From an optimization exercise on the open Yosys and OpenROAD flow, aimed at small area; shortcuts taken in it are not production practice.
Only simulation tests tie the RTL to the original design; equivalence was not proved.
No activity file was given, so power comes from the tool's default toggle rates.

## run A
Design coproc_lane_alu, start of the top module:
module coproc_lane_alu #(
    parameter int WIDTH  = 144,
    parameter int LANE_W = 8,
    parameter int DEPTH  = 4
) (
    input  logic                     clk,
    input  logic                     rst,
    input  logic [WIDTH-1:0]         din,
    input  logic                     din_valid,
    output logic                     din_ready,
    input  logic [2:0]               mode,
    input  logic [$clog2(DEPTH)-1:0] tap,
    input  logic                     clear,
    output logic [WIDTH-1:0]         dout,
    output logic                     dout_valid,
    input  logic                     dout_ready,
    output logic [15:0]              count
);
export LEC_CHECK = 0
export CAP_MARGIN = 20
export CORE_MARGIN = 2
export CORE_UTILIZATION = 55
export CTS_CLUSTER_DIAMETER = 100
export CTS_CLUSTER_SIZE = 20
export GPL_TIMING_DRIVEN = 0
export SETUP_SLACK_MARGIN = 0.1
export SLEW_MARGIN = 20
create_clock -name core_clock -period 3.5 [get_ports {clk}]
standard.sh (not shown) runs the stock make flow with config.mk's settings and CLKGATE_MAP_FILE= SYNTH_SCRIPT=/design/flow/synth_recipe.tcl, a recipe that flattens the netlist after the stock synthesis.
==> flow/flow/run.sh <==
#!/bin/bash
set -euo pipefail
export BUFFER_PORTS_ARGS="-buffer_cell sky130_fd_sc_hd__buf_1"
bash standard.sh > flow_make.log 2>&1
Run A finished all stages; the layout is clean.
For run B, these inputs were changed with respect to run A:
# run A
export LEC_CHECK = 0
export CAP_MARGIN = 20
export CORE_MARGIN = 2
export CORE_UTILIZATION = 55
export CTS_CLUSTER_DIAMETER = 100
export CTS_CLUSTER_SIZE = 20
export GPL_TIMING_DRIVEN = 0
export SETUP_SLACK_MARGIN = 0.1
export SLEW_MARGIN = 20
create_clock -name core_clock -period 3.5 [get_ports {clk}]
# run B
export LEC_CHECK = 0
export CAP_MARGIN = 20
export CORE_MARGIN = 2
export CORE_UTILIZATION = 40
export SETUP_SLACK_MARGIN = 0.1
export SLEW_MARGIN = 20
create_clock -name core_clock -period 3.5 [get_ports {clk}]
--- a/flow/flow/run.sh
+++ b/flow/flow/run.sh
@@ -3,2 +3,3 @@
 export BUFFER_PORTS_ARGS="-buffer_cell sky130_fd_sc_hd__buf_1"
+export RECOVER_POWER=100
 bash standard.sh > flow_make.log 2>&1
==> comparison <==
- Delta(share of the cycle needed by the critical path after routing, run B - run A) < 0
- What the final checks of run B revealed, after a flow that finished every stage, was a layout that fails on capacitance limit, slew limit.
- On detailed-route wire length, run B does better than run A.
- Net switching fraction of the power (lower): run B
- Die outline width went up by more than 10% going from run A to run B.
- Sequential portion of the cell area (higher): run A
## Diff of input files: run C against run B
# run B
export LEC_CHECK = 0
export CAP_MARGIN = 20
export CORE_MARGIN = 2
export CORE_UTILIZATION = 40
export SETUP_SLACK_MARGIN = 0.1
export SLEW_MARGIN = 20
create_clock -name core_clock -period 3.5 [get_ports {clk}]
# run C
export LEC_CHECK = 0
export CAP_MARGIN = 20
export CORE_MARGIN = 2
export CORE_UTILIZATION = 55
export SETUP_SLACK_MARGIN = 0.1
export SLEW_MARGIN = 20
create_clock -name core_clock -period 3.5 [get_ports {clk}]
==> flow/flow/run.sh <==
#!/bin/bash
set -euo pipefail
export BUFFER_PORTS_ARGS="-buffer_cell sky130_fd_sc_hd__buf_1"
bash standard.sh > flow_make.log 2>&1
[summary]
Run C does better than run B on routed wire length. Run C vs run B: reg-to-reg setup timing slack down. Comparing run C and run B, the lower sequential share of layout area was measured on run B. Run C: PASS, flow complete, no timing, DRC or antenna violations. Status run B: flow complete, layout not clean - capacitance limit, slew limit.

* * *

Starting RTL as in the previous note.
export LEC_CHECK = 0
export CAP_MARGIN = 20
export CORE_MARGIN = 2
export CORE_UTILIZATION = 55
export CTS_BUF_LIST = sky130_fd_sc_hd__clkbuf_8
export CTS_CLUSTER_DIAMETER = 100
export CTS_CLUSTER_SIZE = 16
export GPL_TIMING_DRIVEN = 0
export SETUP_SLACK_MARGIN = 0.15
export SLEW_MARGIN = 20
create_clock -name core_clock -period 3.5 [get_ports {clk}]
==> flow/flow/run.sh <==
#!/bin/bash
set -euo pipefail
export BUFFER_PORTS_ARGS="-buffer_cell sky130_fd_sc_hd__buf_1"
export PRE_GLOBAL_PLACE_TCL="$(pwd)/flow/pre_gpl.tcl"
bash standard.sh > flow_make.log 2>&1
==> flow/flow/pre_gpl.tcl <==
# Drop synthesis's buffers; repair_design after placement buffers what needs it.
remove_buffers
The starting point completed without violations.
Then changed:
==> flow/flow/run.sh (replaced) <==
#!/bin/bash
set -euo pipefail
export BUFFER_PORTS_ARGS="-buffer_cell sky130_fd_sc_hd__buf_1"
bash standard.sh > flow_make.log 2>&1
Settings changed: CORE_UTILIZATION 55 to 40, CTS_BUF_LIST sky130_fd_sc_hd__clkbuf_8 to sky130_fd_sc_hd__clkbuf_4, CTS_CLUSTER_DIAMETER 100 to not set, CTS_CLUSTER_SIZE 16 to not set, GPL_TIMING_DRIVEN 0 to not set, SETUP_SLACK_MARGIN 0.15 to 0.1.
removed: flow/flow/pre_gpl.tcl
What happened:
- clock-buffer cell count rose by 271
- non-clock buffer count went up by 511
- setup slack is better by 67 ps
- wire length is higher by 7.0%
- global-route usage came out lower by 6.1 points
- maximum frequency went up by 2.1%
- clock power climbs by 82%
- clock skew came out higher by 36 ps
- core utilization decreases by 11 points
- sequential share of layout area went down by 6.8 points
- cell area grows by 13%
Then changed:
==> flow/flow/run.sh (replaced) <==
#!/bin/bash
set -euo pipefail
export BUFFER_PORTS_ARGS="-buffer_cell sky130_fd_sc_hd__buf_1"
export PRE_GLOBAL_PLACE_TCL="$(pwd)/flow/pre_gpl.tcl"
bash standard.sh > flow_make.log 2>&1
==> flow/flow/pre_gpl.tcl (new file) <==
# Drop synthesis's buffers; repair_design after placement buffers what needs it.
remove_buffers
Settings changed: CORE_UTILIZATION 40 to 65, CTS_BUF_LIST sky130_fd_sc_hd__clkbuf_4 to not set, CTS_CLUSTER_DIAMETER set to 100, CTS_CLUSTER_SIZE set to 20, GPL_TIMING_DRIVEN set to 0.
The new run completed with no timing, DRC or antenna violations.
Final area is lower by 12%.
Non-clock buffer count is lower by 523.
Fmax is lower by 2.0%.
Then changed:
==> flow/flow/run.sh (replaced) <==
#!/bin/bash
set -euo pipefail
export BUFFER_PORTS_ARGS="-buffer_cell sky130_fd_sc_hd__buf_1"
bash standard.sh > flow_make.log 2>&1
Settings changed: CORE_UTILIZATION 65 to 55, CTS_CLUSTER_SIZE 20 to 30, GPL_TIMING_DRIVEN 0 to not set.
removed: flow/flow/pre_gpl.tcl
Sequential share of layout area goes down by 2.9 points.
Global-route usage goes down by 4.2 points.
Die area is higher by 18%.
Design area grows by 5.1%.

-- afterwards: timing with drivers on the ports --
How much do the figures lean on ideal ports? The routed layouts below were timed once more, with nothing changed but the port constraints.
Step 1 sets driving cells, clkbuf_16 on the clock port and buf_2 on the other inputs (assumed; they add their load-dependent delay and slew).
Step 2 moves the port delays by t, midway between the first and last clock arrival at a register: inputs arrive t later, outputs are due t later. That takes back most of the time a late clock gives input paths.
a / b / c = ideal ports / drivers / drivers and shift; a / b = the first two.
run | t (ns) | setup slack, ns | hold WS [ns] | worst setup path after step 2
run A | 0.704 | 0.097 / 0.097 / -0.562 | 0.036 / -0.007 / 0.443 | input to register
run B | 0.736 | 0.170 / 0.216 / -0.520 | 0.223 / 0.202 / 0.436 | input to register
run C | 0.711 | 0.161 / 0.161 / -0.481 | 0.016 / -0.032 / 0.441 | input to register
the first run of note 2 | 0.786 | 0.162 / 0.162 / -0.576 | 0.155 / 0.121 / 0.441 | input to register
the second run of note 2 | 1.146 | 0.229 / 0.250 / -0.868 | 0.194 / 0.149 / 0.397 | input to register
the third run of note 2 | 0.698 | 0.162 / 0.170 / -0.502 | 0.018 / -0.030 / 0.449 | input to register
the fourth run of note 2 | 0.669 | 0.180 / 0.180 / -0.413 | 0.055 / 0.007 / 0.450 | input to register
For the second run of note 2, which loses most, drivers alone change the setup slack by +0.021 ns; drivers and shift together by -1.097 ns.
